What follows belongs to an exercise in optimizing a design on an open flow for small area; a production flow would make more cautious choices. The RTL was checked by simulation tests, not by an equivalence proof against the original design. Power is estimated from default activity; no workload was simulated. No driver is modelled on the clock port, so clocking that relies on it looks cheaper here than on a real chip.

==> design/flow/run.sh <==
#!/bin/bash
# synth_recipe.tcl (not shown) runs the flow's synth.tcl, then flattens the netlist and writes it again
# the make line also repeats each setting of config.mk as NAME=value (left out here)
make -C /OpenROAD-flow-scripts/flow DESIGN_CONFIG=/design/flow/config.mk WORK_HOME=/design/flow/orfs CLKGATE_MAP_FILE= SYNTH_SCRIPT=/design/flow/synth_recipe.tcl finish
==> design/flow/config.mk <==
export PLATFORM = sky130hd
export DESIGN_NAME = lcd_hd44780_receiver
export DESIGN_NICKNAME = lcd_hd44780_receiver
export VERILOG_FILES = /design/flow/design.v
export SDC_FILE = /design/flow/constraint.sdc
export NUM_CORES = 4
export LEC_CHECK = 0
export CAP_MARGIN = 20
export CORE_MARGIN = 2
export CORE_UTILIZATION = 40
export CTS_BUF_LIST = sky130_fd_sc_hd__clkbuf_8
export CTS_CLUSTER_SIZE = 20
export SLEW_MARGIN = 20
export SYNTH_HIERARCHICAL = 1
==> design/flow/constraint.sdc <==
create_clock -name core_clock -period 10.0 [get_ports {clk}]
set_input_delay 2.0000 -clock core_clock [delete_from_list [all_inputs] [get_ports {clk}]]
set_output_delay 2.0000 -clock core_clock [all_outputs]
set_load 0.01 [all_outputs]
==> design/flow/design.v <==
module lcd_hd44780_receiver #(
    parameter int unsigned POWER_CYCLES = 15000,
    parameter int unsigned CMD_CYCLES   = 37,
    parameter int unsigned CLEAR_CYCLES = 1520
) (
    input  logic       clk,
    input  logic       reset,
    input  logic       lcd_e,
    input  logic       lcd_rs,
    input  logic       lcd_rw,
    input  logic [3:0] lcd_d,
    output logic [3:0] lcd_d_out,
    output logic       lcd_d_oe,
    output logic       busy,
    output logic [6:0] ac,
    output logic       mode_4bit,
    output logic       display_on,
    output logic       cursor_on,
    output logic       blink_on,
    output logic       byte_valid,
    output logic       byte_rs,
    output logic [7:0] byte_data,
    output logic       protocol_err,
    input  logic [6:0] dbg_addr,
    output logic [7:0] dbg_char
);
    localparam int unsigned BMAX = (CLEAR_CYCLES > CMD_CYCLES) ? CLEAR_CYCLES : CMD_CYCLES;
    localparam int unsigned CMAX = (POWER_CYCLES > BMAX) ? POWER_CYCLES : BMAX;
    localparam int CW = $clog2(CMAX + 1);
    typedef enum logic [1:0] {S_PWR, S_BOOT, S_HI, S_LO} state_e;
    logic [2:0]       e_sync_q, rs_sync_q, rw_sync_q;
    logic [2:0][3:0]  d_sync_q;
    logic             e_s2, e_s3, rs_s2, rs_s3, rw_s2, rw_s3, fall;
    logic [3:0]       d_s3;
    state_e           state_q, state_d;
    logic [CW-1:0]    cnt_q, cnt_d;
    logic [3:0]       hi_nib_q, hi_nib_d;
    logic [6:0]       ac_q, ac_d;
    logic             id_q, id_d;
    logic [2:0]       dcb_q, dcb_d;
    logic             mode_q, mode_d, err_q, err_d;
    logic             bv_q, bv_d, brs_q, brs_d;
    logic [7:0]       bdata_q;
    logic             bseen_q;
    logic             acc;
    logic [7:0]       byte_w;
    logic             mem_we, mem_clr;
    logic             cnt_zero;
    assign e_s2   = e_sync_q[1];
    assign e_s3   = e_sync_q[2];
    assign rs_s2  = rs_sync_q[1];
    assign rs_s3  = rs_sync_q[2];
    assign rw_s2  = rw_sync_q[1];
    assign rw_s3  = rw_sync_q[2];
    assign d_s3   = d_sync_q[2];
    assign fall   = e_s3 & ~e_s2;
    assign byte_w = {hi_nib_q, d_s3};
    assign cnt_zero = (cnt_q == '0);
    assign busy = (state_q == S_PWR) || !cnt_zero;
    always_comb begin
        state_d   = state_q;
        cnt_d     = cnt_zero ? cnt_q : cnt_q - CW'(1);
        hi_nib_d  = hi_nib_q;
        ac_d      = ac_q;
        id_d      = id_q;
        dcb_d     = dcb_q;
        mode_d    = mode_q;
        err_d     = err_q;
        bv_d      = 1'b0;
        brs_d     = brs_q;
        acc       = 1'b0;
        mem_we    = 1'b0;
        mem_clr   = 1'b0;
        unique case (state_q)
            S_PWR: begin
                if (cnt_zero) state_d = S_BOOT;
                if (fall) err_d = 1'b1;
            end
            S_BOOT: if (fall) begin
                if (rw_s3 || rs_s3 || !cnt_zero || !(d_s3 == 4'h3 || d_s3 == 4'h2)) begin
                    err_d = 1'b1;
                end else begin
                    cnt_d = CW'(CMD_CYCLES);
                    if (d_s3 == 4'h2) begin
                        state_d = S_HI;
                        mode_d  = 1'b1;
                    end
                end
            end
            S_HI: if (fall) begin
                state_d  = S_LO;
                hi_nib_d = d_s3;
                if (rw_s3 && rs_s3) err_d = 1'b1;
            end
            S_LO: if (fall) begin
                state_d = S_HI;
                if (rw_s3) begin
                    if (rs_s3) err_d = 1'b1;
                end else if (!cnt_zero) begin
                    err_d = 1'b1;
                end else begin
                    bv_d    = 1'b1;
                    brs_d   = rs_s3;
                    acc     = 1'b1;
                    cnt_d   = CW'(CMD_CYCLES);
                    if (rs_s3) begin
                        mem_we = 1'b1;
                        ac_d   = id_q ? ac_q + 7'd1 : ac_q - 7'd1;
                    end else begin
                        priority casez (byte_w)
                            8'b1???????: ac_d = byte_w[6:0];
                            8'b01??????: ;
                            8'b001?????: if (byte_w[4]) err_d = 1'b1;
                            8'b0001????: if (!byte_w[3]) ac_d = byte_w[2] ? ac_q + 7'd1 : ac_q - 7'd1;
                            8'b00001???: dcb_d = byte_w[2:0];
                            8'b000001??: id_d = byte_w[1];
                            8'b0000001?: begin
                                ac_d  = 7'd0;
                                cnt_d = CW'(CLEAR_CYCLES);
                            end
                            8'b00000001: begin
                                mem_clr = 1'b1;
                                ac_d    = 7'd0;
                                id_d    = 1'b1;
                                cnt_d   = CW'(CLEAR_CYCLES);
                            end
                            default: ;
                        endcase
                    end
                end
            end
        endcase
    end
    always_ff @(posedge clk) begin
        rs_sync_q <= {rs_sync_q[1:0], lcd_rs};
        rw_sync_q <= {rw_sync_q[1:0], lcd_rw};
        d_sync_q  <= {d_sync_q[1:0], lcd_d};
        hi_nib_q  <= hi_nib_d;
        if (acc && !reset) bdata_q <= byte_w;
        if (reset) begin
            e_sync_q  <= '0;
            state_q   <= S_PWR;
            cnt_q     <= CW'(POWER_CYCLES);
            ac_q      <= '0;
            id_q      <= 1'b1;
            dcb_q     <= '0;
            mode_q    <= 1'b0;
            err_q     <= 1'b0;
            bv_q      <= 1'b0;
            brs_q     <= 1'b0;
            bseen_q   <= 1'b0;
        end else begin
            e_sync_q  <= {e_sync_q[1:0], lcd_e};
            state_q   <= state_d;
            cnt_q     <= cnt_d;
            ac_q      <= ac_d;
            id_q      <= id_d;
            dcb_q     <= dcb_d;
            mode_q    <= mode_d;
            err_q     <= err_d;
            bv_q      <= bv_d;
            brs_q     <= brs_d;
            if (acc) bseen_q <= 1'b1;
        end
    end
    logic [127:0][7:0] ring_q;
    logic [6:0]        rot_q;         
    logic              pv_q;          
    logic [6:0]        pa_q;          
    logic [1:0]        clr_q;         
    logic              clearing;
    logic              slot;          
    logic [1:0]        slot_head;
    logic [7:0]        head_d;
    logic [3:0]        head_we;
    logic [6:0]        rd_pos;
    logic [7:0]        dbg_q;
    logic [7:0]        rd_d;
    assign clearing  = |clr_q;
    assign slot      = pv_q && (rot_q[4:0] == ~pa_q[4:0]);
    assign slot_head = pa_q[6:5] + rot_q[6:5] + 2'd1;
    assign head_d    = clearing ? 8'h20 : bdata_q;
    always_comb begin
        for (int k = 0; k < 4; k++) head_we[k] = clearing || (slot && slot_head == 2'(k));
    end
    always_ff @(posedge clk) begin
        rot_q <= rot_q + 7'd1;
        for (int i = 0; i < 128; i++) begin
            if (i % 32 == 0) ring_q[i] <= head_we[i / 32] ? head_d : ring_q[(i + 127) % 128];
            else             ring_q[i] <= ring_q[i - 1];
        end
        if (mem_we && !reset) begin
            pv_q <= 1'b1;
            pa_q <= ac_q;
        end else if (slot) begin
            pv_q <= 1'b0;
        end
        if (mem_clr && !reset) clr_q <= 2'b01;
        else if (rot_q[4:0] == 5'd31) clr_q <= {clr_q[0], 1'b0};
    end
    assign rd_pos = dbg_addr + rot_q;
    logic [127:0]      rd_sel;
    logic [7:0][42:0]  rd_n;
    logic [7:0]        rd_ring;
    always_comb begin
        for (int j = 0; j < 128; j++) rd_sel[j] = (rd_pos == 7'(j));
    end
    for (genvar b = 0; b < 8; b++) begin : g_rd
        for (genvar k = 0; k < 42; k++) begin : g_aoi
            lcd_aoi222 u_aoi (
                .a0(ring_q[3 * k][b]), .a1(ring_q[3 * k + 1][b]), .a2(ring_q[3 * k + 2][b]),
                .s0(rd_sel[3 * k]), .s1(rd_sel[3 * k + 1]), .s2(rd_sel[3 * k + 2]),
                .y(rd_n[b][k])
            );
        end
        assign rd_n[b][42] = ~((ring_q[126][b] & rd_sel[126]) | (ring_q[127][b] & rd_sel[127]));
        assign rd_ring[b] = ~&rd_n[b];
    end
    always_comb begin
        if (pv_q && dbg_addr == pa_q) rd_d = bdata_q;
        else if (clearing)            rd_d = 8'h20;
        else                          rd_d = rd_ring;
    end
    always_ff @(posedge clk) begin
        if (reset) dbg_q <= '0;
        else       dbg_q <= rd_d;
    end
    always_comb begin
        lcd_d_out = 4'h0;
        if (lcd_d_oe && !rs_s2) lcd_d_out = (state_q == S_LO) ? ac_q[3:0] : {busy, ac_q[6:4]};
    end
    assign lcd_d_oe     = rw_s2 & e_s2;
    assign ac           = ac_q;
    assign mode_4bit    = mode_q;
    assign display_on   = dcb_q[2];
    assign cursor_on    = dcb_q[1];
    assign blink_on     = dcb_q[0];
    assign byte_valid   = bv_q;
    assign byte_rs      = brs_q;
    assign byte_data    = bdata_q & {8{bseen_q}};
    assign protocol_err = err_q;
    assign dbg_char     = dbg_q;
endmodule
module lcd_aoi222 (
    input  logic a0, a1, a2, s0, s1, s2,
    output logic y
);
    assign y = ~((a0 & s0) | (a1 & s1) | (a2 & s2));
endmodule
==> results of run 1 <==
==> power by group <==
part,switching (uW),leakage [uW],internal [uW]
sequential,26.0,0.00904,4490
combinational,62.6,0.00216,27.4
clock,1750,0.00210,2220
total,1840,0.0133,6740
==> placed cells by master (no fill, tap or decap), types with 4 or more instances in the layout <==
cell	n
dfxtp_1	1095
a222oi_1	336
clkbuf_8	216
nor2_1	191
nand4_1	84
inv_1	62
nand2_1	57
clkdlybuf4s50_1	51
mux2i_1	43
nor4_1	32
a21oi_1	29
nand3_1	27
xnor2_1	26
clkinv_2	22
edfxtp_1	19
o21ai_0	17
nor3_1	16
nand2b_1	15
ha_1	13
xor2_1	12
and2_1	11
or3_1	11
nor2_4	10
a31oi_1	10
bufinv_16	10
nor2b_1	7
a32oi_1	7
and3_1	5
or2_2	5
nor3_2	5
a211oi_1	5
inv_6	5
buf_4	5
mux2_2	4
o22ai_1	4
==> metal layers <==
metal | GRT usage, % | up-vias | part of all wire, %
li1 | - | 9072 | -
met1 | 30.2 | 10102 | 45
met2 | 30.9 | 1151 | 42
met3 | 5.33 | 167 | 9.2
met4 | 9.31 | 0 | 3.4
met5 | 0 | - | 0
==> stage by stage <==
stage	hold slack (ns)	power (uW)	area [um^2]	util (%)	std cells
6_report	0.323	8570	35600	47.7	3497
5_1_grt	0.327	8850	35600	47.7	3497
4_1_cts	0.326	8640	35600	47.7	3496
3_5_place_dp	0.312	4700	31900	42.7	3188
3_3_place_gp	0.313	4690	31900	42.7	3188
2_1_floorplan	0.310	4650	30300	-	2198
==> modules after synthesis (local to each module, per instance) <==
module                times used  area [um^2]
lcd_hd44780_receiver           1        26900
lcd_aoi222                   336         10.0
==> sequential cells by signal, summed over array words and instances (netlist names), 2 cells and up <==
signal	cells
state_q	2
dcb_q	3
rw_sync_q	3
hi_nib_q	4
bdata_q	8
cnt_q	14
e_sync_q	3
dbg_q	8
d_sync_q	12
ac_q	7
pa_q	7
rot_q	7
ring_q	1024
clr_q	2
rs_sync_q	3
==> cell type report <==
class	instances	area, um^2	area share, %
antenna	1	2.50	0.00703
clock buffer	216	2970	8.35
clock inverter	92	749	2.10
inverter	17	63.8	0.179
multi-input combinational	1032	7570	21.3
sequential	1114	22500	63.2
tap	969	1210	3.40
timing repair buffer	56	548	1.54
==> worst reg2reg max path: stages (launching register included) <==
cell	delay, ns
dfxtp_1	0.49
ha_1	0.30
a211oi_1	0.64
o21bai_1	0.16
a21oi_1	0.20
xor2_1	0.16
nand3_1	0.74
nor2_1	0.39
a222oi_1	0.76
nand4_1	0.32
nor4_1	0.89
nand3_1	0.17
a31oi_1	0.18
o21ai_0	0.08
==> worst min path at each step <==
stage	start	endpoint	slack, ns	cells past startpoint
after floorplan	d_sync_q[6]	d_sync_q[10]	0.31	0
after global placement	d_sync_q[3]	d_sync_q[7]	0.31	0
after detailed placement	d_sync_q[2]	d_sync_q[6]	0.31	0
after CTS	d_sync_q[2]	d_sync_q[6]	0.33	0
after global routing	d_sync_q[5]	d_sync_q[9]	0.33	0
final	d_sync_q[5]	d_sync_q[9]	0.32	0
==> kinds of logic after synthesis <==
kind of cell,synth area share (%)
DFF,74.3
and+or+nand+nor,8.45
AOI/OAI and AO/OA,13.3
buffers and inverters,0.744
muxes,1.57
xor gates and xnor gates,1.10
adders and majority gates,0.603
==> summary.txt, run 1 <==
status no timing/DRC/antenna violations; YS warnings 7; flops & latches, synth 1,114; hold buffers post-CTS 0; DRT iter0 DRCs 4,142; largest net degree at the start of global routing 42; vias in the first global route 20.3k; io pins 52; Worst setup SP type input port; Yosys top cell area share 72.4%; worst path required time 10.70 ns; Detailed Place HPWL 58,000 um; Die X-Extent 279 um; cell with the most instances after synthesis dfxtp_1; WL final 84,600 um; die area 77,900 um^2; Post-synth EDFFs 19; TritonRoute pass-1 iters 13; highest clock rate 144 MHz; PwrDens 241 nW/um^2; total number of vias 20.5k; Hold Path Class reg2reg; final RePlAce weighted congestion 0.973; # resized after CTS 0; CTS Buffer Depth 3; worst path cell trace clkdlybuf4s50_1, ha_1, a211oi_1, o21bai_1, a21oi_1, xor2_1, nand3_1, nor2_1, a222oi_1, nand4_1, nor4_1, nand3_1, a31oi_1, o21ai_0; Post-Syn Instances 2,198; Mapped Area 30,300 um^2; Distinct cells, synth 71; fin nets 2,419; path length in cells of the critical path 14; CP top delay family simple AND/OR/NAND/NOR gates; crit path from dbg_addr[1]; Remaining Overflow, GRT 0; area grow syn2layout 17.6%; clock-pin slew on the worst setup and hold paths 0.07 ns; R2R Setup Slk 4.42 ns; Placement Rows 100; CTS tree done; Starting Density 40.5%; routed length per instance 24.2 um; CP max stage delay 0.89 ns; final setup fails 0; Static Leak 0.0133 uW; layout cells sized above 1 12.0%; Critical Path AT 7.62 ns; CTS Buf Count 168; crit path buf inv count 1; Tmin final 6.92 ns; Max transition margin 27.8%; Most common cell on crit path nand3_1; cell depth of the worst flop-to-flop path 13; RSZ-0062 raised after global routing false; Fillers 6,414; average size of a mapped cell 13.8 um^2; Avg Vias per Cell 5.86; GRT Util Overall 21.4%; slew at the pin closest to its max-slew limit 1.08 ns; Routed Antenna Nets 0; # port buffers 51; H-tree depth 4; area leader, netlist dfxtp_1; worst reg2reg path endpoint dbg_q[4]; final worst setup slack 3.08 ns; Clock Root Buffer clkbuf_8; Final Cycle Share 69.2%; die height 279 um; global-route wire length before repair 127,000 um; Synth Flop Type dfxtp_1; sequential area share after synthesis 74.3%; CP Capture Type register; core area 74,700 um^2; crit-path max FO 16; most frequent cells after synthesis 1,095 x dfxtp_1, 336 x a222oi_1, 191 x nor2_1; max-capacitance violation count 0; CP Capture Point dbg_q[4]; number of post-CTS setup repair buffers 0; initial antenna violation count 1; DP Worst Slack 2.50 ns; fin. max-slew vios 0; CTS Sinks 1,114; R2R Path Start rot_q[1]; Hold Fails Final Rpt 0; top post-synthesis cells by area dfxtp_1 72%, a222oi_1 11%, nor2_1 2.4%; Net Count, Synth 2,228; Peak VDD IR 0.115 mV; kind of critical path in2reg; drt drc 0; skew final 0.0425 ns; ys async rst share 0%; post-route setup TNS 0 ns; Worst-Skew Late Latency 0.82 ns; Crit-path slowest cell nor4_1
==> run 2, diff against run 1 <==
--- a/design/flow/config.mk
+++ b/design/flow/config.mk
@@ -8,7 +8,5 @@
 export CAP_MARGIN = 20
 export CORE_MARGIN = 2
 export CORE_UTILIZATION = 40
-export CTS_BUF_LIST = sky130_fd_sc_hd__clkbuf_8
-export CTS_CLUSTER_SIZE = 20
 export SLEW_MARGIN = 20
 export SYNTH_HIERARCHICAL = 1
==> summary.txt, run 2 <==
vias in the first global route 19.6k (-3.3%); Yosys top cell area share 72.4% (unchanged); max reg flops 1,024 (unchanged); Synth Flop Type dfxtp_1; Max transition margin 28.8% (+1.1 points); hold buffers post-CTS 0 (unchanged); status no timing/DRC/antenna violations; register area 22,500 um^2 (unchanged); WL final 83,200 um (-1.7%); GRT Util Overall 20.9% (-0.45 points); most frequent cells after synthesis 1,095 x dfxtp_1, 336 x a222oi_1, 191 x nor2_1; Final Cycle Share 70.3% (+1.1 points); Post-Syn Instances 2,198 (unchanged); final setup fails 0 (unchanged); fin nets 2,354 (-2.7%); Starting Density 40.5% (unchanged); clock-pin slew on the worst setup and hold paths 0.06 ns (about the same); CTS Sinks 1,114 (unchanged); Routed Antenna Nets 0 (unchanged); flops & latches, synth 1,114 (unchanged); number of post-CTS setup repair buffers 0 (unchanged); crit-path max FO 16 (unchanged); Net Count, Synth 2,228 (unchanged); fin. max-slew vios 0 (unchanged); Static Leak 0.0130 uW (-2.6%); io pins 52 (unchanged); drt drc 0 (unchanged); Hold Fails Final Rpt 0 (unchanged); DRT iter0 DRCs 4,258 (+2.8%); Top Registers ring_q: 1024 flops, cnt_q: 14 flops, d_sync_q: 12 flops; # diodes 0 (-1); slew at the pin closest to its max-slew limit 1.06 ns (-0.0189 ns); Fillers 6,396 (-0.28%); Critical Path AT 7.57 ns (-0.05 ns); Avg Vias per Cell 5.94 (+1.4%); Worst setup SP type input port; routed length per instance 24.6 um (+1.8%); Distinct cells, synth 71 (unchanged); commonest non-fill, non-tap cell in the layout dfxtp_1; top post-synthesis cells by area dfxtp_1 72%, a222oi_1 11%, nor2_1 2.4%; worst hold slack 0.323 ns (-0.000564 ns); most flop-heavy register ring_q; final RePlAce weighted congestion 0.973 (unchanged); average size of a mapped cell 13.8 um^2 (unchanged); CTS tree done; TritonRoute pass-1 iters 15 (+2); post-layout util 47.5% (-0.22 points); YS warnings 7 (unchanged); Remaining Overflow, GRT 0 (unchanged); Peak VDD IR 0.140 mV (+22%); # port buffers 51 (unchanged); sequential area share after synthesis 74.3% (unchanged); layout cells sized above 1 8.84% (-3.1 points); CTS Buf Count 103 (-39%); worst path required time 10.54 ns (-0.16 ns); global-route wire length before repair 124,000 um (-1.9%); post-route setup TNS 0 ns (unchanged); max-capacitance violation count 0 (unchanged); most frequent cells in the layout 1,095 x dfxtp_1, 336 x a222oi_1, 191 x nor2_1, 105 x clkbuf_16, 84 x nand4_1; Tmin final 7.03 ns (+0.113 ns); CTS Buffer Depth 3 (unchanged); die area 77,900 um^2 (unchanged); RSZ-0062 raised after global routing false; Die X-Extent 279 um (unchanged); Post-synth EDFFs 19 (unchanged); Final Power 8620 uW (+0.56%); area grow syn2layout 17.1%; Hold Path Class reg2reg; CP Capture Type register; highest clock rate 142 MHz (-1.6%); kind of critical path in2reg; Placement Rows 100 (unchanged); total number of vias 20.1k (-2.1%); largest net degree at the start of global routing 42 (unchanged); core area 74,700 um^2 (unchanged); skew final 0.0231 ns (-0.0194 ns); die height 279 um (unchanged); Clock Root Buffer clkbuf_16; PwrDens 243 nW/um^2 (+1.0%); initial antenna violation count 0 (-1); area leader, netlist dfxtp_1; Worst-Skew Late Latency 0.67 ns (-0.15 ns); # resized after CTS 0 (unchanged); Mapped Area 30,300 um^2 (unchanged); multi-input logic area 7570 um^2 (unchanged); cell with the most instances after synthesis dfxtp_1; Detailed Place HPWL 58,000 um (unchanged); H-tree depth 3 (-1); ys async rst share 0% (unchanged)
-- run 2: changes by cell type in the layout (fill, tap and decap cells not counted), moves of 3 or more --
cell        change
clkbuf_16     +105
inv_1          -46
clkbuf_8      -192
clkinv_8        -3
clkbuf_1       +17
clkinvlp_4      +3
clkinv_2        -3
-- run 2: layer usage --
metal	track usage [%]	wire length [um]	up-vias
met3	4.21	7190	213
met4	8.52	3280	0
met5	0	0	-
met1	30.1	37700	9936
li1	-	-	8886
met2	30.7	35000	1034
-- run 2: cell families (layout without fill, tap and decap cells) --
| family | after synthesis | count (layout) | synth area share, % |
|---|---|---|---|
| xor gates and xnor gates | 38 | 38 | 1.10 |
| DFF | 1114 | 1114 | 74.3 |
| adders and majority gates | 14 | 14 | 0.603 |
| and+or+nand+nor | 497 | 497 | 8.45 |
| AOI/OAI and AO/OA | 436 | 436 | 13.3 |
| muxes | 47 | 47 | 1.57 |
| buffers and inverters | 52 | 263 | 0.744 |
-- run 2: critical path, cell delays in order --
cell and delay, ns:
clkdlybuf4s50_1 0.62, ha_1 0.28, a211oi_1 0.62, o21bai_1 0.16, a21oi_1 0.20, xor2_1 0.16, nand3_1 0.71, nor2_1 0.39
a222oi_1 0.72, nand4_1 0.32, nor4_1 0.93, nand3_1 0.16, a31oi_1 0.18, o21ai_0 0.09
-- run 2: where the power goes --
group	internal [uW]	leakage, uW	switching (uW)	total, uW
Clock	2350	0.00176	1670	4020
Combinational	27.4	0.00216	62.4	89.8
Sequential	4480	0.00904	25.7	4510
-- run 2: metrics by stage --
stage | area [um^2] | worst slack (ns) | cells
6_report | 35400 | 2.97 | 3378
5_1_grt | 35400 | 2.78 | 3378
4_1_cts | 35400 | 3.19 | 3378
3_5_place_dp | 31900 | 2.50 | 3188
3_3_place_gp | 31900 | 2.41 | 3188
2_1_floorplan | 30300 | 4.65 | 2198
-- run 2: path summary, 6_finish.rpt --
check               from           end  slack (ns)  depth (start not counted)
max          dbg_addr[1]      dbg_q[4]        2.97                         14
min          d_sync_q[7]  d_sync_q[11]        0.32                          0
max reg2reg     rot_q[1]      dbg_q[4]        4.44                         13
min reg2reg  d_sync_q[7]  d_sync_q[11]        0.32                          0
-- run 2: layout make-up --
type / count / area share [%]
clock buffers: 146 / 8.52
clock inverters: 44 / 1.52
inverters: 17 / 0.180
multi-input cells: 1032 / 21.4
flip-flops and latches: 1114 / 63.5
well taps: 969 / 3.42
repair buffers: 56 / 1.55
-- run 2: Yosys stat by module, one instance, submodules excluded --
module | cells inside | flip-flops and latches | area (um^2) | copies in the design
lcd_hd44780_receiver | 1862 | 1114 | 26900 | 1
lcd_aoi222 | 1 | 0 | 10.0 | 336
==> run 3, diff against run 2 <==
--- a/design/flow/config.mk
+++ b/design/flow/config.mk
@@ -8,5 +8,8 @@
 export CAP_MARGIN = 20
 export CORE_MARGIN = 2
 export CORE_UTILIZATION = 40
+export CTS_BUF_LIST = sky130_fd_sc_hd__clkbuf_8 sky130_fd_sc_hd__clkbuf_16
+export CTS_CLUSTER_DIAMETER = 60
+export CTS_CLUSTER_SIZE = 25
 export SLEW_MARGIN = 20
 export SYNTH_HIERARCHICAL = 1
==> summary.txt, run 3 <==
global-route wire length before repair 122,000 um (-1.6%); Synth Flop Type dfxtp_1; # diodes 0 (unchanged); Compound-Gate Fraction of Synth Area 13.3% (unchanged); skew final 0.0345 ns (+0.0114 ns); WL final 82,200 um (-1.1%); Distinct cells, synth 71 (unchanged); hold buffers post-CTS 0 (unchanged); H-tree depth 2 (-1); layout cells sized above 1 5.58% (-3.3 points); Hold Fails Final Rpt 0 (unchanged); CTS Buffer Depth 3 (unchanged); fin. max-slew vios 0 (unchanged); Crit-path slowest cell nor4_1; Static Leak 0.0122 uW (-6.0%); Post-synth EDFFs 19 (unchanged); io pins 52 (unchanged); worst hold path depth 0 (unchanged); Starting Density 40.5% (unchanged); CP Capture Type register; kind of critical path in2reg; total number of vias 19.8k (-1.6%); DRT iter0 DRCs 4,018 (-5.6%); crit-path max FO 16 (unchanged); adder-cell area share of the yosys netlist 0.603% (unchanged); PwrDens 218 nW/um^2 (-11%); largest family of logic cells by synthesized area compound AO/OA/AOI/OAI gates; post-route setup TNS 0 ns (unchanged); drt drc 0 (unchanged); R2R Setup Slk 4.47 ns (+0.03 ns); status no timing/DRC/antenna violations; GRT Util Overall 20.5% (-0.41 points); fin nets 2,310 (-1.9%); CTS Sinks 1,114 (unchanged); Hold Path Class reg2reg; Clock Root Buffer clkbuf_16; TritonRoute pass-1 iters 14 (-1); highest clock rate 143 MHz (+0.64%); Most common cell on crit path nand3_1; CP max stage delay 0.87 ns (-0.06 ns); Tmin final 6.99 ns (-0.0450 ns); Max transition margin 30.7% (+1.9 points); Placement Rows 100 (unchanged); most frequent cells in the layout 1,095 x dfxtp_1, 336 x a222oi_1, 191 x nor2_1, 84 x nand4_1, 61 x clkbuf_16; final RePlAce weighted congestion 0.973 (unchanged); Final Power 7370 uW (-15%); average size of a mapped cell 13.8 um^2 (unchanged); Final Cycle Share 69.9% (-0.45 points); initial antenna violation count 0 (unchanged); Yosys top cell area share 72.4% (unchanged); sequential area share after synthesis 74.3% (unchanged); final std cells w/o fill 3,279 (-2.9%); Remaining Overflow, GRT 0 (unchanged); die area 77,900 um^2 (unchanged); worst path cell trace clkdlybuf4s50_1, ha_1, a211oi_1, o21bai_1, a21oi_1, xor2_1, nand3_1, nor2_1, a222oi_1, nand4_1, nor4_1, nand3_1, a31oi_1, o21ai_0; Inst Count DP 3,188 (unchanged); Post-Syn Instances 2,198 (unchanged); worst path required time 10.54 ns (about the same); Simple-Gate Fraction of Synth Area 8.45% (unchanged); largest net degree at the start of global routing 42 (unchanged); Worst setup SP type input port; cell with the most instances after synthesis dfxtp_1; flops & latches, synth 1,114 (unchanged); vias in the first global route 19.1k (-2.7%); path length in cells of the critical path 14 (unchanged); area leader, netlist dfxtp_1; Peak VDD IR 0.149 mV (+6.4%); RSZ-0062 raised after global routing false; # port buffers 51 (unchanged); area grow syn2layout 11.9%; Worst-Skew Late Latency 0.66 ns (about the same); Routed Antenna Nets 0 (unchanged); XOR/XNOR Fraction of Synth Area 1.10% (unchanged); DP Worst Slack 2.50 ns (unchanged); final worst setup slack 3.01 ns (+0.0450 ns); slew at the pin closest to its max-slew limit 1.03 ns (-0.0279 ns); # resized after CTS 0 (unchanged); cell depth of the worst flop-to-flop path 13 (unchanged); YS warnings 7 (unchanged); crit path buf inv count 1 (unchanged); post-synthesis mux area share 1.57% (unchanged); max-capacitance violation count 0 (unchanged); ys async rst share 0% (unchanged); Critical Path AT 7.53 ns (-0.04 ns); Die X-Extent 279 um (unchanged); CP top delay family simple AND/OR/NAND/NOR gates; Top Registers ring_q: 1024 flops, cnt_q: 14 flops, d_sync_q: 12 flops; most frequent cells after synthesis 1,095 x dfxtp_1, 336 x a222oi_1, 191 x nor2_1; Avg Vias per Cell 6.02 (+1.4%); commonest non-fill, non-tap cell in the layout dfxtp_1; clock-pin slew on the worst setup and hold paths 0.09 ns (+0.03 ns); worst hold slack 0.335 ns (+0.0120 ns); die height 279 um (unchanged); top post-synthesis cells by area dfxtp_1 72%, a222oi_1 11%, nor2_1 2.4%; core area 74,700 um^2 (unchanged); final setup fails 0 (unchanged); CTS Buf Count 59 (-43%); most flop-heavy register ring_q; max reg flops 1,024 (unchanged); routed length per instance 25.1 um (+1.9%); Detailed Place HPWL 58,000 um (unchanged); CTS tree done; Net Count, Synth 2,228 (unchanged); Fillers 6,518 (+1.9%); Mapped Area 30,300 um^2 (unchanged); number of post-CTS setup repair buffers 0 (unchanged)
==> run 3: cell counts after synthesis <==
No cell type changed its count.
==> run 3: cell type report <==
cell class,count,area (um^2),area share [%]
clock buffer,63,1550,4.59
timing repair buffer,56,548,1.62
tap,969,1210,3.58
inverter,17,63.8,0.188
multi-input combinational,1032,7570,22.3
sequential,1114,22500,66.4
clock inverter,28,445,1.31
==> run 3: metal layers <==
metal | share of wire [%] | vias to the layer above | global-route usage [%]
li1 | - | 8762 | -
met1 | 46 | 9800 | 30.2
met3 | 8.4 | 161 | 3.16
met2 | 42 | 1031 | 30.4
met4 | 3.6 | 0 | 7.40
met5 | 0 | - | 0
==> run 3: modules after synthesis (local to each module, per instance) <==
module	cells	times used	area, um^2
lcd_hd44780_receiver	1862	1	26900
lcd_aoi222	1	336	10.0
==> run 3: worst reg2reg max path, cell delays in order, from the launching register on <==
cell	delay [ns]
dfxtp_1	0.51
ha_1	0.30
a211oi_1	0.64
o21bai_1	0.16
a21oi_1	0.20
xor2_1	0.16
nand3_1	0.73
nor2_1	0.40
a222oi_1	0.71
nand4_1	0.32
nor4_1	0.87
nand3_1	0.17
a31oi_1	0.18
o21ai_0	0.08
==> run 3: cells by family after synthesis <==
logic type | after synthesis
flops | 1114
simple gates | 497
buf+inv | 52
compound gates | 436
xor+xnor | 38
fa+ha+maj | 14
mux | 47
==> run 3: path summary, 6_finish.rpt <==
kind,startpoint,endpoint
setup reg to reg,rot_q[1],dbg_q[4]
setup / recovery,dbg_addr[1],dbg_q[4]
hold reg to reg,d_sync_q[2],d_sync_q[6]
hold / removal,d_sync_q[2],d_sync_q[6]
==> run 3: stage by stage <==
stage	utilization (%)	instance area [um^2]
2_1_floorplan	-	30300
3_3_place_gp	42.7	31900
3_5_place_dp	42.7	31900
4_1_cts	45.4	33900
5_1_grt	45.4	33900
6_report	45.4	33900
==> run 3: power breakdown <==
| group | total, uW | leakage (uW) | switching, uW | internal, uW |
|---|---|---|---|---|
| Clock | 2780 | 0.000974 | 1480 | 1300 |
| Combinational | 90.0 | 0.00216 | 62.7 | 27.4 |
| Sequential | 4510 | 0.00904 | 25.9 | 4480 |
| Total | 7370 | 0.0122 | 1570 | 5810 |
==> run 4, diff against run 3 <==
--- a/design/flow/config.mk
+++ b/design/flow/config.mk
@@ -8,8 +8,8 @@
 export CAP_MARGIN = 20
 export CORE_MARGIN = 2
 export CORE_UTILIZATION = 40
-export CTS_BUF_LIST = sky130_fd_sc_hd__clkbuf_8 sky130_fd_sc_hd__clkbuf_16
-export CTS_CLUSTER_DIAMETER = 60
-export CTS_CLUSTER_SIZE = 25
+export CTS_BUF_LIST = sky130_fd_sc_hd__clkbuf_16
+export CTS_CLUSTER_DIAMETER = 100
+export CTS_CLUSTER_SIZE = 30
 export SLEW_MARGIN = 20
 export SYNTH_HIERARCHICAL = 1
==> summary.txt, run 4 <==
crit-path max FO 16 (unchanged); skew final 0.0375 ns (+0.00307 ns); Worst-Skew Late Latency 0.63 ns (-0.03 ns); Top Registers ring_q: 1024 flops, cnt_q: 14 flops, d_sync_q: 12 flops; PwrDens 204 nW/um^2 (-6.3%); Clock Root Buffer clkbuf_16; Die X-Extent 279 um (unchanged); DR WL met3 7010 um (+0.94%); slew at the pin closest to its max-slew limit 1.14 ns (+0.104 ns); Hold Path Class reg2reg; Placement Rows 100 (unchanged); vias in the first global route 18.9k (-1.3%); Critical Path AT 7.70 ns (+0.17 ns); Peak VDD IR 0.144 mV (-3.6%); area grow syn2layout 9.31%; TritonRoute pass-1 iters 14 (unchanged); final setup fails 0 (unchanged); max-capacitance violation count 0 (unchanged); total number of vias 19.5k (-1.0%); layout cells sized above 1 3.96% (-1.6 points); worst hold slack 0.328 ns (-0.00686 ns); Final Cycle Share 71.8% (+1.9 points); # port buffers 51 (unchanged); core area 74,700 um^2 (unchanged); CTS tree done; hold buffers post-CTS 0 (unchanged); ys async rst share 0% (unchanged); top post-synthesis cells by area dfxtp_1 72%, a222oi_1 11%, nor2_1 2.4%; YS warnings 7 (unchanged); sequential area share after synthesis 74.3% (unchanged); Tmin final 7.18 ns (+0.192 ns); final worst setup slack 2.82 ns (-0.192 ns); routed length per instance 25.1 um (+0.16%); RSZ-0062 raised after global routing false; Remaining Overflow, GRT 0 (unchanged); Placed Area 31,900 um^2 (unchanged); H-tree depth 2 (unchanged); Routed Antenna Nets 0 (unchanged); worst hold path depth 0 (unchanged); flops & latches, synth 1,114 (unchanged); CTS Buffer Depth 3 (unchanged); Starting Density 40.5% (unchanged); DP Worst Slack 2.50 ns (unchanged); Hold Fails Final Rpt 0 (unchanged); cell depth of the worst flop-to-flop path 13 (unchanged); final RePlAce weighted congestion 0.973 (unchanged); number of post-CTS setup repair buffers 0 (unchanged); wl on met1 37,100 um (-1.6%); Post-synth EDFFs 19 (unchanged); drt drc 0 (unchanged); DRT iter0 DRCs 4,297 (+6.9%); kind of critical path in2reg; Max transition margin 23.5% (-7.2 points); # diodes 0 (unchanged); die height 279 um (unchanged); Met2 Wirelength 34,200 um (-1.3%); global-route wire length before repair 121,000 um (-0.70%); Post-Syn Instances 2,198 (unchanged); most flop-heavy register ring_q; fin. max-slew vios 0 (unchanged); Detailed Place HPWL 58,000 um (unchanged); max reg flops 1,024 (unchanged); clock-pin slew on the worst setup and hold paths 0.12 ns (+0.03 ns); Synth Flop Type dfxtp_1; CTS Sinks 1,114 (unchanged); status no timing/DRC/antenna violations; io pins 52 (unchanged); cell with the most instances after synthesis dfxtp_1; # resized after CTS 0 (unchanged); worst path required time 10.52 ns (-0.02 ns); Static Leak 0.0118 uW (-3.0%); Yosys top cell area share 72.4% (unchanged); Net Count, Synth 2,228 (unchanged); area leader, netlist dfxtp_1; initial antenna violation count 0 (unchanged); largest net degree at the start of global routing 42 (unchanged); Top Metal Used met4; commonest non-fill, non-tap cell in the layout dfxtp_1; final instance area 33,100 um^2 (-2.3%); most frequent cells after synthesis 1,095 x dfxtp_1, 336 x a222oi_1, 191 x nor2_1; Distinct cells, synth 71 (unchanged); Worst setup SP type input port; Avg Vias per Cell 6.03 (+0.12%); most frequent cells in the layout 1,095 x dfxtp_1, 336 x a222oi_1, 191 x nor2_1, 84 x nand4_1, 57 x nand2_1; average size of a mapped cell 13.8 um^2 (unchanged); fin nets 2,295 (-0.65%); die area 77,900 um^2 (unchanged); Mapped Area 30,300 um^2 (unchanged); WL final 81,400 um (-1.0%); highest clock rate 139 MHz (-2.7%); post-route setup TNS 0 ns (unchanged); GRT Util Overall 20.4% (-0.15 points); CTS Buf Count 44 (-25%); CP Capture Type register
-- run 4: cell count changes in the layout (fill, tap and decap cells not counted), moves of 2 or more --
cell and delta:
clkinvlp_4 -2, clkbuf_16 -16, clkinv_8 -5, inv_12 -2, clkinv_4 -2, inv_6 -2, clkbuf_8 -2, bufinv_16 -5
-- run 4: report_power, final --
part,internal [uW],total (uW),switching [uW]
combinational,27.4,89.9,62.5
clock,836,2150,1310
sequential,4480,4510,25.7
-- run 4: cell families after synthesis --
group | after synthesis | synth area share (%)
multiplexers | 47 | 1.57
adder cells (fa/ha/maj) | 14 | 0.603
flip-flops | 1114 | 74.3
AND/OR/NAND/NOR | 497 | 8.45
AO/OA/AOI/OAI | 436 | 13.3
buffers and inverters | 52 | 0.744
XOR/XNOR | 38 | 1.10
-- run 4: critical path, cell delays in order --
cell and delay, ns:
clkdlybuf4s50_1 0.62, ha_1 0.29, a211oi_1 0.63, o21bai_1 0.16, a21oi_1 0.20, xor2_1 0.16, nand3_1 0.71, nor2_1 0.38
a222oi_1 0.71, nand4_1 0.32, nor4_1 1.03, nand3_1 0.19, a31oi_1 0.19, o21ai_0 0.08
-- run 4: final timing paths --
check / start / endpoint / slack (ns)
worst min register to register: ring_q[706] / ring_q[714] / 0.33
worst min-delay path: ring_q[706] / ring_q[714] / 0.33
worst max-delay path: dbg_addr[1] / dbg_q[4] / 2.82
worst max register to register: rot_q[1] / dbg_q[4] / 4.30
-- run 4: through the flow --
step / std cells / power (uW) / util, %
6_report: 3241 / 6740 / 44.3
5_1_grt: 3241 / 6950 / 44.3
4_1_cts: 3241 / 6790 / 44.3
3_5_place_dp: 3188 / 4700 / 42.7
3_3_place_gp: 3188 / 4690 / 42.7
2_1_floorplan: 2198 / 4650 / -
-- run 4: routing by layer --
metal	vias up	GRT usage, %
li1	8698	-
met3	168	3.31
met2	986	29.9
met1	9696	30.1
met5	-	0
met4	0	7.43
-- run 4: area by class of cell --
type	instances	area [um^2]
sequential	1114	22500
clock buffer	45	1130
inverter	17	63.8
fill	6564	41600
multi-input combinational	1032	7570
tap	969	1210
timing repair buffer	56	548
clock inverter	8	88.8
-- run 4: modules after synthesis (local to each module, per instance) --
module	flip-flops and latches	cells inside	area, um^2
lcd_aoi222	0	1	10.0
lcd_hd44780_receiver	1114	1862	26900
==> run 5, diff against run 4 <==
==> design/flow/flow/run.sh (new file) <==
#!/bin/bash
# The standard layout (the standard.sh, standard synthesis unchanged) with two changes:
# the port buffers are the smallest buffer cell, and clock tree synthesis inserts no dummy
# loads. Each tool's output goes to the ORFS logs under orfs/logs and to standard.log here.
set -euo pipefail
export BUFFER_PORTS_ARGS="-buffer_cell sky130_fd_sc_hd__buf_1"
export CTS_ARGS="-sink_clustering_enable -repair_clock_nets -sink_clustering_size 30 -sink_clustering_max_diameter 100 -buf_list sky130_fd_sc_hd__clkbuf_16 -dont_use_dummy_load"
bash standard.sh > standard.log 2>&1
==> design/flow/standard.sh (new file) <==
#!/bin/bash
# synth_recipe.tcl (not shown) runs the flow's synth.tcl, then flattens the netlist and writes it again
# the make line also repeats each setting of config.mk as NAME=value (left out here)
make -C /OpenROAD-flow-scripts/flow DESIGN_CONFIG=/design/flow/config.mk WORK_HOME=/design/flow/orfs CLKGATE_MAP_FILE= SYNTH_SCRIPT=/design/flow/synth_recipe.tcl "${@:-finish}"
removed: design/flow/run.sh
==> summary.txt, run 5 <==
Peak VDD IR 0.115 mV (-20%); GRT Util Overall 19.9% (-0.42 points); CP Capture Type register; Fillers 6,741 (+2.7%); fin nets 2,291 (-0.17%); Net Count, Synth 2,228 (unchanged); Top Registers ring_q: 1024 flops, cnt_q: 14 flops, d_sync_q: 12 flops; YS warnings 7 (unchanged); area leader, netlist dfxtp_1; final std cells w/o fill 3,228 (-0.40%); initial antenna violation count 1 (+1); highest clock rate 150 MHz (+7.5%); CTS Sinks 1,114 (unchanged); top post-synthesis cells by area dfxtp_1 72%, a222oi_1 11%, nor2_1 2.4%; total number of vias 19.4k (-0.95%); fin. max-slew vios 0 (unchanged); # resized after CTS 0 (unchanged); clock-pin slew on the worst setup and hold paths 0.12 ns (about the same); worst hold slack 0.311 ns (-0.0170 ns); ys async rst share 0% (unchanged); Placed Area 31,500 um^2 (-1.1%); # diodes 0 (unchanged); final setup fails 0 (unchanged); core area 74,700 um^2 (unchanged); most frequent cells after synthesis 1,095 x dfxtp_1, 336 x a222oi_1, 191 x nor2_1; Starting Density 40.5% (unchanged); final RePlAce weighted congestion 0.942 (-3.2%); Critical Path AT 7.13 ns (-0.57 ns); largest net degree at the start of global routing 42 (unchanged); Post-synth EDFFs 19 (unchanged); commonest non-fill, non-tap cell in the layout dfxtp_1; Placement Rows 100 (unchanged); Post-Syn Instances 2,198 (unchanged); Die X-Extent 279 um (unchanged); Inst Count DP 3,184 (-0.13%); Distinct cells, synth 71 (unchanged); worst path required time 10.46 ns (-0.06 ns); Remaining Overflow, GRT 0 (unchanged); most flop-heavy register ring_q; drt drc 0 (unchanged); R2R Setup Slk 4.48 ns (+0.18 ns); post-route setup TNS 0 ns (unchanged); flops & latches, synth 1,114 (unchanged); crit-path max FO 16 (unchanged); Final Cycle Share 66.8% (-5.0 points); CTS Buffer Depth 3 (unchanged); die area 77,900 um^2 (unchanged); Worst setup SP type input port; DRT iter0 DRCs 3,321 (-23%); PwrDens 203 nW/um^2 (-0.43%); hold buffers post-CTS 0 (unchanged); WL final 80,100 um (-1.6%); vias in the first global route 18.6k (-1.4%); average size of a mapped cell 13.8 um^2 (unchanged); global-route wire length before repair 119,000 um (-1.8%); status no timing/DRC/antenna violations; max-capacitance violation count 0 (unchanged); Synth Flop Type dfxtp_1; Hold Path Class reg2reg; max reg flops 1,024 (unchanged); Yosys top cell area share 72.4% (unchanged); most frequent cells in the layout 1,095 x dfxtp_1, 336 x a222oi_1, 191 x nor2_1, 84 x nand4_1, 57 x nand2_1; H-tree depth 2 (unchanged); layout cells sized above 1 3.59% (-0.38 points); kind of critical path in2reg; Detailed Place HPWL 56,600 um (-2.4%); number of post-CTS setup repair buffers 0 (unchanged); CTS tree done; skew final 0.0570 ns (+0.0194 ns); RSZ-0062 raised after global routing false; Worst-Skew Late Latency 0.63 ns (about the same); die height 279 um (unchanged); slew at the pin closest to its max-slew limit 1.07 ns (-0.0705 ns); TritonRoute pass-1 iters 14 (unchanged); Hold Fails Final Rpt 0 (unchanged); area grow syn2layout 7.72%; routed length per instance 24.8 um (-1.2%); Tmin final 6.68 ns (-0.503 ns); final instance area 32,600 um^2 (-1.5%); Mapped Area 30,300 um^2 (unchanged); Static Leak 0.0116 uW (-1.8%); io pins 52 (unchanged); Clock Root Buffer clkbuf_16; # port buffers 51 (unchanged); CTS Buf Count 43 (-2.3%); cell with the most instances after synthesis dfxtp_1; Max transition margin 28.2% (+4.7 points); Routed Antenna Nets 0 (unchanged); sequential area share after synthesis 74.3% (unchanged); Avg Vias per Cell 6.00 (-0.55%)
run 5: cell types whose count changed in the layout (fill, tap and decap cells not counted):
cell             before  now
inv_1                19   16
buf_4                 5    1
inv_16                3    0
buf_1                 0   50
inv_6                 2    0
clkbuf_16            45   43
buf_2                 0    1
clkdlybuf4s50_1      51    0
clkbuf_2              0    1
run 5: logic make-up after synthesis:
| kind of cell | count (synthesis) | share of synthesized area [%] |
|---|---|---|
| flops | 1114 | 74.3 |
| simple gates | 497 | 8.45 |
| compound gates | 436 | 13.3 |
| buf+inv | 52 | 0.744 |
| mux | 47 | 1.57 |
| xor+xnor | 38 | 1.10 |
| fa+ha+maj | 14 | 0.603 |
run 5: cell type report:
class                      count  area (um^2)  area share, %
timing repair buffer          53          205          0.629
tap                          969         1210           3.72
multi-input combinational   1032         7570           23.2
inverter                      17         63.8          0.196
clock buffer                  43         1080           3.30
sequential                  1114        22500           69.0
run 5: metrics by stage:
step	total power [uW]	utilization, %	setup slack, ns
3_5_place_dp	4690	42.2	2.94
3_3_place_gp	4690	42.2	3.02
5_1_grt	6820	43.7	3.12
4_1_cts	6660	43.7	3.55
6_report	6620	43.7	3.32
2_1_floorplan	4650	-	4.65
run 5: worst max-delay path: stages:
cell      delay (ns)
buf_1           0.25
ha_1            0.29
a211oi_1        0.58
o21bai_1        0.15
a21oi_1         0.20
xor2_1          0.35
or3_1           0.65
nor2_1          0.33
a222oi_1        0.56
nand4_1         0.24
nor4_1          0.73
nand2_1         0.24
nor4_1          0.39
a311oi_1        0.16
run 5: final timing paths:
check,startpoint,endpoint,cells past startpoint
max,dbg_addr[1],dbg_q[5],14
max reg2reg,rot_q[1],dbg_q[5],13
min,ring_q[897],ring_q[905],0
min reg2reg,ring_q[897],ring_q[905],0
run 5: where the power goes:
group / switching [uW] / internal (uW) / total, uW
sequential: 25.6 / 4480 / 4510
clock: 1250 / 779 / 2030
combinational: 61.9 / 22.0 / 84.0
total: 1330 / 5280 / 6620
run 5: Yosys stat by module (local to each module, per instance):
module,cells,cell area (um^2),copies in the design
lcd_aoi222,1,10.0,336
lcd_hd44780_receiver,1862,26900,1
run 5: layer usage:
metal	vias to the layer above	wire length, um	track usage, %
li1	8681	-	-
met1	9637	37400	29.7
met4	2	2270	5.51
met2	904	33700	29.4
met3	139	6760	3.76
met5	-	13	0
==> run 6, diff against run 5 <==
==> design/flow/flow/run.sh (replaced) <==
#!/bin/bash
# The standard layout (the standard.sh, standard synthesis unchanged) with three changes:
# the port buffers are the smallest buffer cell, clock tree synthesis inserts no dummy loads,
# and after global routing non-critical cells are downsized (ORFS's RECOVER_POWER step).
# Each tool's output goes to the ORFS logs under orfs/logs and to standard.log here.
set -euo pipefail
export BUFFER_PORTS_ARGS="-buffer_cell sky130_fd_sc_hd__buf_1"
export CTS_ARGS="-sink_clustering_enable -repair_clock_nets -sink_clustering_size 30 -sink_clustering_max_diameter 100 -buf_list sky130_fd_sc_hd__clkbuf_16 -dont_use_dummy_load"
export RECOVER_POWER=100
bash standard.sh > standard.log 2>&1
==> summary.txt, run 6 <==
status complete, but fails checks; SO Viols max-capacitance violations, max-slew violations; Yosys top cell area share 72.4% (unchanged); sequential area share after synthesis 74.3% (unchanged); Worst setup SP type input port; Die X-Extent 279 um (unchanged); combinational power share 1.3% (about the same); Max transition margin -29.3% (-57 points); CTS Buf Count 43 (unchanged); post-route setup TNS 0 ns (unchanged); Final Power 6620 uW (about the same); crit-path max FO 14 (-2); XOR/XNOR Fraction of Synth Area 1.10% (unchanged); YS warnings 7 (unchanged); flops & latches, synth 1,114 (unchanged); Placed Area 31,500 um^2 (unchanged); Global Route met1 Usage 29.7% (unchanged); Post-synth EDFFs 19 (unchanged); clock-pin slew on the worst setup and hold paths 0.11 ns (about the same); register area 22,500 um^2 (unchanged); Remaining Overflow, GRT 0 (unchanged); Distinct cells, synth 71 (unchanged); # port buffers 51 (unchanged); fin nets 2,291 (unchanged); Fillers 6,744 (+0.045%); initial antenna violation count 1 (unchanged); WL final 79,900 um (-0.31%); Net Count, Synth 2,228 (unchanged); final setup fails 0 (unchanged); average size of a mapped cell 13.8 um^2 (unchanged); final instance area 32,600 um^2 (about the same); Clock Root Buffer clkbuf_16; Tmin final 6.69 ns (+0.0170 ns); core area 74,700 um^2 (unchanged); post-synthesis mux area share 1.57% (unchanged); TritonRoute pass-1 iters 13 (-1); hold buffers post-CTS 0 (unchanged); switching component of the power 1340 uW (+0.19%); post-layout util 43.6% (about the same); PwrDens 203 nW/um^2 (+0.11%); Static Leak 0.0116 uW (-0.14%); Peak VDD IR 0.115 mV (-0.17%); Routed Antenna Nets 0 (unchanged); Hold Fails Final Rpt 0 (unchanged); commonest non-fill, non-tap cell in the layout dfxtp_1; area leader, netlist dfxtp_1; met3 Use GR 3.76% (unchanged); Post-Syn Instances 2,198 (unchanged); layout cells sized above 1 3.28% (-0.31 points); Inst Count DP 3,184 (unchanged); global-route wire length before repair 119,000 um (unchanged); Critical Path AT 7.10 ns (-0.03 ns); highest clock rate 149 MHz (-0.25%); drt drc 0 (unchanged); max-capacitance violation count 4 (+4); GRT Util Overall 19.9% (unchanged); Worst-Skew Late Latency 0.62 ns (about the same); Placement Rows 100 (unchanged); Starting Density 40.5% (unchanged); Int Pwr 5280 uW (about the same); most frequent cells after synthesis 1,095 x dfxtp_1, 336 x a222oi_1, 191 x nor2_1; Clock power frac 30.7% (about the same); kind of critical path in2reg; GR peak layer met1; Compound-Gate Fraction of Synth Area 13.3% (unchanged); Simple-Gate Fraction of Synth Area 8.45% (unchanged); largest net degree at the start of global routing 42 (unchanged); Hold Path Class reg2reg; Final Cycle Share 66.9% (+0.17 points); Synth Flop Type dfxtp_1; Net Sw Frac 20.2% (+0.030 points); skew final 0.0576 ns (+0.000638 ns); die area 77,900 um^2 (unchanged); adder-cell area share of the yosys netlist 0.603% (unchanged); Detailed Place HPWL 56,600 um (unchanged); final std cells w/o fill 3,229 (+0.031%); max reg flops 1,024 (unchanged); CP Capture Type register; largest family of logic cells by synthesized area compound AO/OA/AOI/OAI gates; Seq pwr share 68.1% (about the same); ys async rst share 0% (unchanged); Top Registers ring_q: 1024 flops, cnt_q: 14 flops, d_sync_q: 12 flops; slew at the pin closest to its max-slew limit 1.94 ns (+0.872 ns); H-tree depth 2 (unchanged); cell with the most instances after synthesis dfxtp_1; most flop-heavy register ring_q; io pins 52 (unchanged); final RePlAce weighted congestion 0.942 (unchanged); most frequent cells in the layout 1,095 x dfxtp_1, 336 x a222oi_1, 192 x nor2_1, 84 x nand4_1, 57 x nand2_1; Avg Vias per Cell 5.98 (-0.28%); number of post-CTS setup repair buffers 0 (unchanged); Mapped Area 30,300 um^2 (unchanged); worst path required time 10.40 ns (-0.06 ns); CTS Buffer Depth 3 (unchanged); met2 usage 29.4% (unchanged); vias in the first global route 18.6k (unchanged); area grow syn2layout 7.65% (about the same); DRT iter0 DRCs 3,311 (-0.30%); total number of vias 19.3k (-0.25%); # resized after CTS 0 (unchanged); CTS tree done; RSZ-0062 raised after global routing false; CTS Sinks 1,114 (unchanged); top post-synthesis cells by area dfxtp_1 72%, a222oi_1 11%, nor2_1 2.4%; multi-input logic area 7550 um^2 (-0.30%); die height 279 um (unchanged); routed length per instance 24.7 um (-0.35%); fin. max-slew vios 69 (+69)
==> run 6: power groups by stage <==
stage          combinational (uW)  clock (uW)  sequential (uW)
6_report                     83.5        2030             4510
5_1_grt                      89.3        2220             4510
4_1_cts                      81.4        2070             4510
2_1_floorplan                54.3           0             4600
3_5_place_dp                 80.9           0             4610
3_3_place_gp                 79.4           0             4610
==> run 6: metal layers <==
layer / vias to the layer above / share of wire, %
met2: 919 / 42
met4: 0 / 2.7
li1: 8665 / -
met1: 9605 / 46
met5: - / 0
met3: 126 / 8.9
==> run 6: final cells by class <==
cell class / count / share of cell area, %
sequential: 1114 / 69.0
multi-input combinational: 1032 / 23.2
tap: 969 / 3.72
clock buffer: 43 / 3.30
timing repair buffer: 53 / 0.626
inverter: 17 / 0.196
antenna: 1 / 0.00768
==> run 6: metrics by stage <==
step                setup slack (ns)  hold slack [ns]
floorplan                       4.65            0.310
global placement                3.02            0.311
detailed placement              2.94            0.312
CTS                             3.55            0.318
global route                    3.05            0.333
finish                          3.31            0.315
==> run 6: cell families (layout without fill, tap and decap cells) <==
group / Yosys count / in the layout
AOI/OAI and AO/OA: 436 / 436
xor gates and xnor gates: 38 / 38
adders and majority gates: 14 / 14
buffers and inverters: 52 / 113
DFF: 1114 / 1114
muxes: 47 / 47
other: 0 / 1
and+or+nand+nor: 497 / 497
==> run 6: path summary, 6_finish.rpt <==
path	depth (start not counted)	slack [ns]	endpoint	startpoint
min reg2reg	0	0.32	ring_q[905]	ring_q[897]
min	0	0.32	ring_q[905]	ring_q[897]
max	14	3.31	dbg_q[5]	dbg_addr[1]
max reg2reg	13	4.46	dbg_q[5]	rot_q[1]
==> run 6: critical path, stage by stage <==
cell and delay (ns):
clkbuf_1 0.25, ha_1 0.29, a211oi_1 0.57, o21ai_0 0.21
mux2_1 0.36, or2_2 0.31, nand2_1 0.46, nor2_1 0.33
a222oi_1 0.56, nand4_1 0.24, nor4_1 0.70, nand2_1 0.24
nor4_1 0.39, a311oi_1 0.16
==> run 6: modules after synthesis, one instance, submodules excluded <==
module,cells,times used,flops+latches
lcd_aoi222,1,336,0
lcd_hd44780_receiver,1862,1,1114
==> run 7, diff against run 6 <==
==> design/flow/flow/run.sh (replaced) <==
#!/bin/bash
# The standard layout (the standard.sh, standard synthesis unchanged) with two changes:
# the port buffers are the smallest buffer cell, and clock tree synthesis clusters sinks under
# clkbuf_8 leaf buffers without dummy loads.
# Each tool's output goes to the ORFS logs under orfs/logs and to standard.log here.
set -euo pipefail
export BUFFER_PORTS_ARGS="-buffer_cell sky130_fd_sc_hd__buf_1"
export CTS_ARGS="-sink_clustering_enable -repair_clock_nets -sink_clustering_size 18 -sink_clustering_max_diameter 60 -buf_list sky130_fd_sc_hd__clkbuf_8 -dont_use_dummy_load"
bash standard.sh > standard.log 2>&1
==> summary.txt, run 7 <==
Most common cell on crit path nor4_1; Placement Rows 100 (unchanged); Die X-Extent 279 um (unchanged); Final Cycle Share 65.4% (-1.6 points); flops & latches, synth 1,114 (unchanged); R2R Path Start rot_q[1]; top post-synthesis cells by area dfxtp_1 72%, a222oi_1 11%, nor2_1 2.4%; final setup fails 0 (unchanged); hold endpoint ring_q[988]; Static Leak 0.0116 uW (+0.22%); clock-pin slew on the worst setup and hold paths 0.11 ns (about the same); final RePlAce weighted congestion 0.942 (unchanged); combinational power share 1.3% (about the same); slew at the pin closest to its max-slew limit 1.08 ns (-0.858 ns); Peak VDD IR 0.100 mV (-13%); most flop-heavy register ring_q; Seq pwr share 68.9% (+0.8 points); # resized after CTS 0 (unchanged); GRT Util Overall 20.2% (+0.23 points); RSZ-0062 raised after global routing false; Post-synth EDFFs 19 (unchanged); Mapped Area 30,300 um^2 (unchanged); status no timing/DRC/antenna violations; initial antenna violation count 3 (+2); met3 Use GR 4.24% (+0.49 points); worst path required time 10.56 ns (+0.16 ns); Net Sw Frac 20.8% (+0.64 points); crit path buf inv count 1 (unchanged); H-tree depth 3 (+1); worst hold path depth 0 (unchanged); total number of vias 19.5k (+0.79%); max-capacitance violation count 0 (-4); Routed Antenna Nets 0 (unchanged); vias in the first global route 18.8k (+1.3%); hold buffers post-CTS 0 (unchanged); Post-Syn Instances 2,198 (unchanged); Clock Root Buffer clkbuf_8; CP top delay family simple AND/OR/NAND/NOR gates; layout cells sized above 1 4.93% (+1.7 points); Crit-path slowest cell nor4_1; Worst-Skew Late Latency 0.70 ns (+0.08 ns); cell with the most instances after synthesis dfxtp_1; number of post-CTS setup repair buffers 0 (unchanged); area leader, netlist dfxtp_1; Final Power 6540 uW (-1.2%); Avg Vias per Cell 5.97 (-0.20%); highest clock rate 153 MHz (+2.4%); post-route setup TNS 0 ns (unchanged); Net Count, Synth 2,228 (unchanged); Top Registers ring_q: 1024 flops, cnt_q: 14 flops, d_sync_q: 12 flops; Starting Density 40.5% (unchanged); CTS Sinks 1,114 (unchanged); Hold Fails Final Rpt 0 (unchanged); die height 279 um (unchanged); largest net degree at the start of global routing 42 (unchanged); GR peak layer met1; # port buffers 51 (unchanged); Hold Path Class reg2reg; routed length per instance 24.7 um (about the same); global-route wire length before repair 120,000 um (+0.78%); post-layout util 43.6% (about the same); core area 74,700 um^2 (unchanged); worst path cell trace buf_1, ha_1, a211oi_1, o21bai_1, a21oi_1, xor2_1, or3_1, nor2_1, a222oi_1, nand4_1, nor4_1, nand2_1, nor4_1, a311oi_1; CP Capture Type register; Distinct cells, synth 71 (unchanged); CTS Buf Count 75 (+74%); die area 77,900 um^2 (unchanged); most frequent cells after synthesis 1,095 x dfxtp_1, 336 x a222oi_1, 191 x nor2_1; fin. max-slew vios 0 (-100%); Global Route met1 Usage 29.6% (-0.056 points); area grow syn2layout 7.58% (about the same); max reg flops 1,024 (unchanged); Critical Path AT 7.09 ns (about the same); final instance area 32,600 um^2 (about the same); Tmin final 6.54 ns (-0.157 ns); PwrDens 201 nW/um^2 (-1.1%); Detailed Place HPWL 56,600 um (unchanged); io pins 52 (unchanged); CP max stage delay 0.70 ns (about the same); YS warnings 7 (unchanged); cell depth of the worst flop-to-flop path 13 (unchanged); TritonRoute pass-1 iters 13 (unchanged); met2 usage 29.6% (+0.14 points); average size of a mapped cell 13.8 um^2 (unchanged); Yosys top cell area share 72.4% (unchanged); Placed Area 31,500 um^2 (unchanged); drt drc 0 (unchanged); worst hold start ring_q[980]; CTS tree done; sequential area share after synthesis 74.3% (unchanged); worst hold slack 0.274 ns (-0.0418 ns); R2R Setup Slk 4.55 ns (+0.09 ns); most frequent cells in the layout 1,095 x dfxtp_1, 336 x a222oi_1, 191 x nor2_1, 84 x nand4_1, 75 x clkbuf_8; CTS Buffer Depth 3 (unchanged); Clock power frac 29.8% (-0.9 points); commonest non-fill, non-tap cell in the layout dfxtp_1; Synth Flop Type dfxtp_1; worst reg2reg path endpoint dbg_q[5]; WL final 80,600 um (+0.89%); kind of critical path in2reg; switching component of the power 1360 uW (+2.0%); Remaining Overflow, GRT 0 (unchanged); Max transition margin 27.3% (+57 points); ys async rst share 0% (unchanged); crit-path max FO 16 (+2); Worst setup SP type input port; DRT iter0 DRCs 3,399 (+2.7%); skew final 0.107 ns (+0.0492 ns); fin nets 2,323 (+1.4%); Fillers 6,751 (+0.10%); Int Pwr 5180 uW (-1.9%)
-- run 7: metrics by stage --
step | worst slack (ns) | std cells
2_1_floorplan | 4.65 | 2198
3_3_place_gp | 3.02 | 3184
3_5_place_dp | 2.94 | 3184
4_1_cts | 3.67 | 3259
5_1_grt | 3.22 | 3261
6_report | 3.46 | 3261
-- run 7: cell type report --
| type | count | area [um^2] | share of cell area [%] |
|---|---|---|---|
| Inverter | 17 | 63.8 | 0.196 |
| Multi-Input combinational cell | 1032 | 7570 | 23.2 |
| Antenna cell | 1 | 2.50 | 0.00768 |
| Sequential cell | 1114 | 22500 | 69.0 |
| Clock buffer | 75 | 1030 | 3.17 |
| Timing Repair Buffer | 53 | 205 | 0.630 |
| Tap cell | 969 | 1210 | 3.72 |
-- run 7: how the worst max path moves through the flow --
stage                 from        to  slack, ns  depth (start not counted)
2_1_floorplan  dbg_addr[0]  dbg_q[5]       4.65                         16
5_1_grt        dbg_addr[1]  dbg_q[5]       3.22                         14
3_5_place_dp   dbg_addr[0]  dbg_q[5]       2.94                         15
3_3_place_gp   dbg_addr[1]  dbg_q[5]       3.02                         14
6_report       dbg_addr[1]  dbg_q[5]       3.46                         14
4_1_cts        dbg_addr[0]  dbg_q[5]       3.67                         15
-- run 7: logic make-up (layout without fill, tap and decap cells) --
logic type      count (synthesis)  count (layout)  synth area share (%)
compound gates                436             436                  13.3
mux                            47              47                  1.57
flops                        1114            1114                  74.3
xor+xnor                       38              38                  1.10
other cells                     0               1                     0
buf+inv                        52             145                 0.744
fa+ha+maj                      14              14                 0.603
simple gates                  497             497                  8.45
-- run 7: power by group through the flow --
stage | combinational (uW) | sequential, uW | clock, uW
floorplan | 54.3 | 4600 | 0
global placement | 79.4 | 4610 | 0
detailed placement | 80.9 | 4610 | 0
CTS | 81.5 | 4510 | 2000
global route | 89.4 | 4510 | 2150
finish | 84.1 | 4510 | 1950
-- run 7: worst register-to-register path: stages (launching register included) --
cell and delay, ns:
dfxtp_1 0.50, ha_1 0.29, a211oi_1 0.59, o21bai_1 0.15
a21oi_1 0.19, xor2_1 0.36, or3_1 0.65, nor2_1 0.33
a222oi_1 0.56, nand4_1 0.24, nor4_1 0.71, nand2_1 0.24
nor4_1 0.37, a311oi_1 0.16
-- run 7: modules after synthesis (local to each module, per instance) --
module / times used / cells inside / area, um^2
lcd_aoi222: 336 / 1 / 10.0
lcd_hd44780_receiver: 1 / 1862 / 26900
-- run 7: layer usage --
layer	vias to the layer above	wire length (um)
met4	4	2320
met5	-	22
li1	8733	-
met1	9609	37100
met2	980	33900
met3	142	7240

static timing again, ports no longer ideal:
How much do the figures lean on ideal ports? The routed layouts below were timed once more, with nothing changed but the port constraints.
Step 1: set_driving_cell puts a clkbuf_16 on clk and a buf_2 on each other input, an assumption about the parent block.
Step 2 also shifts input and output timing later by t, the mid clock arrival at the registers, as if the neighbouring blocks saw the same clock.
Three values: ideal ports, drivers, drivers and shift; two values: the first two.
run	shift t [ns]	slack for setup (ns)	worst setup path after step 2	latest minus earliest clock arrival (ns)	worst register clock-pin slew, ns
run 1	0.860	3.079 / 3.119 / 2.259	input to register	0.046 / 0.046	0.07 / 0.07
run 2	0.726	2.966 / 3.012 / 2.286	input to register	0.024 / 0.024	0.07 / 0.07
run 3	0.710	3.011 / 3.059 / 2.350	input to register	0.038 / 0.039	0.10 / 0.10
run 4	0.677	2.820 / 2.867 / 2.190	input to register	0.038 / 0.038	0.12 / 0.12
run 5	0.663	3.323 / 3.355 / 2.692	input to register	0.062 / 0.061	0.12 / 0.12
run 6	0.663	3.306 / 3.337 / 2.674	input to register	0.062 / 0.062	0.11 / 0.11
run 7	0.713	3.463 / 3.494 / 2.782	input to register	0.111 / 0.111	0.12 / 0.12
For run 1, which loses most, drivers alone change the setup slack by +0.040 ns; drivers and shift together by -0.820 ns.
